From an optimization exercise on the open Yosys and OpenROAD flow, aimed at a short achievable clock period and few clock cycles; shortcuts taken in it are not production practice.
The RTL was checked by simulation tests, not by an equivalence proof against the original design.

old:
Design rv_core, start of the top module:
module rv_core (
    input  logic             CLK,
    input  logic             rst_n,
    output logic [32-1:0] imem_addr,
    input  logic [32-1:0] imem_data,
    output logic [32-1:0] dmem_addr,
    output logic [32-1:0] dmem_wdata,
    output logic [3:0]       dmem_mask,
    output logic             dmem_re,
    input  logic [32-1:0] dmem_rdata,
    output logic             retire_valid,
    output logic [32-1:0] retire_pc,
    output logic             halt
);
clock: 9.0 ns
lec_check: 0
cap_margin: 30
core_margin: 2
core_utilization: 40
setup_slack_margin: 5
slew_margin: 30
standard.sh (not shown) runs the stock make flow with config.mk's settings and CLKGATE_MAP_FILE= SYNTH_SCRIPT=/design/flow/synth_recipe.tcl, a recipe that flattens the netlist after the stock synthesis.
==> flow/flow/run.sh <==
#!/bin/bash
set -euo pipefail
REPAIR_MARGIN=6.0
export BUFFER_PORTS_ARGS="-buffer_cell sky130_fd_sc_hd__buf_4"
here=$(pwd)
# standard synthesis, unchanged
bash standard.sh synth > "$here/log_synth.txt" 2>&1
# the rest of the standard layout with a different repair target
sed -E "s/SETUP_SLACK_MARGIN=[-0-9.]+/SETUP_SLACK_MARGIN=${REPAIR_MARGIN}/" standard.sh > flow_std.sh
grep -q "SETUP_SLACK_MARGIN=${REPAIR_MARGIN}" flow_std.sh
for step in floorplan place cts route finish; do
  bash flow_std.sh $step > "$here/log_$step.txt" 2>&1
done
test -f out/final.def
Testbench counts of old, summed over its fixed seeds: cycles 18,349.
Edits applied to the flow inputs when going from old to new:
--- a/flow/design.v
+++ b/flow/design.v
@@ -398,22 +398,24 @@
     input  logic [32-1:0] dmem_rdata,
     output logic             retire_valid,
     output logic [32-1:0] retire_pc,
     output logic             halt
 );
     localparam int NB = 4;               
-    logic [31:0]   pc_f;
+    logic [31:0]   pc_f;                      
+    logic [31:0]   pc_a, pc_b;
+    logic          pc_sel, pc_seln;
     logic [NB-1:0] btb_v;
     logic [29:0]   btb_tag [NB];
     logic [31:0]   btb_tgt [NB];
     logic [1:0]    btb_rr;
     logic          bu_ins, bu_inv;            
     logic          bq_go, bq_taken0, bq_bhit, bq_jalr, bq_cond, bq_jrok;
     logic [1:0]    bu_idx;
     logic [29:0]   bu_tag;
-    logic [31:0]   bu_tgt, pct_q;
+    logic [31:0]   bu_tgt;
     logic          d_valid;
     logic [31:0]   pc_d;
     logic [31:13]  d_hb_p1, d_hb_m1;         
     logic          d_bhit;                    
     logic [31:0]   d_ptgt;
     logic [1:0]    d_pidx;
@@ -455,13 +457,13 @@
     logic [31:0]   mw_res;
     logic          mw_load;
     logic [2:0]    mw_f3;
     logic [1:0]    mw_boff;
     logic          halt_q;
     logic [31:0]   regs [1:31];
-    assign imem_addr    = pc_f;
+    assign imem_addr    = {pc_a[31:12], pc_seln ? pc_b[11:2] : pc_a[11:2], 2'b00};
     assign dmem_addr    = dq_addr;
     assign dmem_wdata   = dq_wdata;
     assign dmem_mask    = dq_mask;
     assign dmem_re      = dq_re;
     assign retire_valid = em_valid;
     assign retire_pc    = em_pc;
@@ -653,23 +655,29 @@
             f_hitv[i] = btb_v[i] && (btb_tag[i] == pc_f[31:2]);
             f_tgt = f_tgt | ({32{f_hitv[i]}} & btb_tgt[i]);
         end
     end
     assign f_hit = |f_hitv;
     assign f_idx = {f_hitv[2] | f_hitv[3], f_hitv[1] | f_hitv[3]};
-    logic [31:0] pc_nrm, pc_ct, pc_cf, pc_jr, pc_next;
+    logic [31:0] pc_nrm, pc_ct, pc_cf, pc_jr;
     assign pc_nrm  = d_redirect ? d_tgt : stall ? pc_f : f_hit ? f_tgt : pc_f + 32'd4;
     assign pc_jr   = jr_ok ? pc_nrm : {agu[31:1], 1'b0};
     assign pc_ct   = (e_go & de_jalr) ? pc_jr : (e_go & de_brj & de_rt) ? pct : pc_nrm;
     assign pc_cf   = (e_go & de_jalr) ? pc_jr : (e_go & de_brj & de_rf) ? de_pc4 : pc_nrm;
-    assign pc_next = cond ? pc_ct : pc_cf;
+    assign pc_f = pc_sel ? pc_a : pc_b;
     always_ff @(posedge CLK) begin
         if (!rst_n) begin
-            pc_f <= 32'h0000_0000;
+            pc_a   <= 32'h0000_0000;
+            pc_b   <= 32'h0000_0000;
+            pc_sel  <= 1'b0;
+            pc_seln <= 1'b1;
         end else begin
-            pc_f <= pc_next;
+            pc_seln <= ~cond;
+            pc_a   <= pc_ct;
+            pc_b   <= pc_cf;
+            pc_sel <= cond;
         end
     end
     always_ff @(posedge CLK) begin
         if (!rst_n) begin
             bq_go <= 1'b0;
         end else begin
@@ -679,15 +687,14 @@
         bq_bhit   <= de_bhit;
         bq_jalr   <= de_jalr;
         bq_cond   <= cond;
         bq_jrok   <= jr_ok;
         bu_idx <= de_pidx;
         bu_tag <= de_pc[31:2];
-        pct_q  <= pct;
+        bu_tgt <= de_jalr ? {agu[31:1], 1'b0} : pct;
     end
-    assign bu_tgt = bq_jalr ? {dq_addr[31:1], 1'b0} : pct_q;
     assign bu_ins = bq_go & ((bq_taken0 & bq_cond) | bq_jalr) & ~bq_bhit;
     assign bu_inv = bq_go & bq_bhit & (bq_jalr ? ~bq_jrok : ~bq_cond);
     always_ff @(posedge CLK) begin
         if (!rst_n) begin
             btb_v  <= '0;
             btb_rr <= '0;
@@ -739,22 +746,19 @@
         if (o_br) d_imm = imm_b;
         if (o_lui | o_auipc) d_imm = imm_u;
         if (o_jal) d_imm = imm_j;
     end
     assign d_pc4 = pc_d + 32'd4;
     assign tnext = (o_br & imm_b == 32'd4) | (o_jal & imm_j == 32'd4);
-    logic        fjal, fbbr, cb, cbb, cbj;
-    logic [12:0] tb_lo, tbb_lo, tbj_lo;
+    logic        fjal, fbbr, cb;
+    logic [12:0] f_off, tb_lo;
     assign fjal  = imem_data[6:0] == 7'b1101111 && imem_data[19:12] == {8{imem_data[31]}};
     assign fbbr  = imem_data[6:0] == 7'b1100011 && imem_data[31];
-    assign {cbj, tbj_lo} = {1'b0, pc_d[12:0]} +
-                           {1'b0, imem_data[31], imem_data[20], imem_data[30:21], 1'b0};
-    assign {cbb, tbb_lo} = {1'b0, pc_d[12:0]} +
-                           {1'b0, imem_data[31], imem_data[7], imem_data[30:25], imem_data[11:8], 1'b0};
-    assign cb    = imem_data[2] ? cbj : cbb;
-    assign tb_lo = imem_data[2] ? tbj_lo : tbb_lo;
+    assign f_off = imem_data[2] ? {imem_data[31], imem_data[20], imem_data[30:21], 1'b0}
+                                : {imem_data[31], imem_data[7], imem_data[30:25], imem_data[11:8], 1'b0};
+    assign {cb, tb_lo} = {1'b0, pc_d[12:0]} + {1'b0, f_off};
     logic        fjalr, cjr, d_jpred;
     logic [11:0] tjr_lo;
     assign fjalr = imem_data[6:0] == 7'b1100111 && imem_data[19:15] == de_rd && de_we &&
                    de_valid && de_op[9];
     assign {cjr, tjr_lo} = {1'b0, de_pc[11:0]} + {1'b0, imem_data[31:20]};
     assign d_jpred = d_valid & ~d_use_hold & ~stall & ~d_bhit & fjalr & (cjr == imem_data[31]);
Notes after the runs:
- | number of cells on the critical path | new vs old | 2 lower |
- new ends up with higher gate count after technology mapping than old does.
- Looking at clock latency on the worst-skew pair, new sits 40 ps higher than old does.
- Across new and old, the outcome is the same: a clean finish for every run.
- Diff old -> new: final worst-path cycle share saw an increase, non-clock buffer count in the final layout saw an increase, initial antenna violation count saw an increase, wire length of the first global-routing pass saw an increase.
Testbench counts of new, summed over its fixed seeds: cycles 18,349.

-- separate check: timing with driven ports --
In the flow no input, the clock included, has a driving cell. The finished layouts below were timed again as built, in two steps.
Step 1 (the two cells are an assumption about what drives the block):
set clk [get_ports {CLK}]
set_driving_cell -lib_cell sky130_fd_sc_hd__clkbuf_16 $clk
set_driving_cell -lib_cell sky130_fd_sc_hd__buf_2 [delete_from_list [all_inputs] $clk]
Step 2 times the ports against the registers' clock, not the clock port: input delays grow and output delays shrink by t, the midpoint of the rising clock arrivals with the driver on.
a / b / c = ideal ports / drivers / drivers and shift; a / b = the first two.
run | t (ns) | setup WS [ns] | worst hold slack (ns) | worst data-port slew with drivers (ns)
old | 1.026 | 4.521 / 4.521 / 3.809 | 0.332 / 0.332 / 0.332 | 0.30
new | 1.042 | 4.258 / 4.258 / 3.673 | 0.332 / 0.332 / 0.332 | 0.10
After both steps every run listed still meets setup and hold. The setup slack of old, which loses most, moves by 0.000 ns with the drivers and by -0.712 ns with both steps.
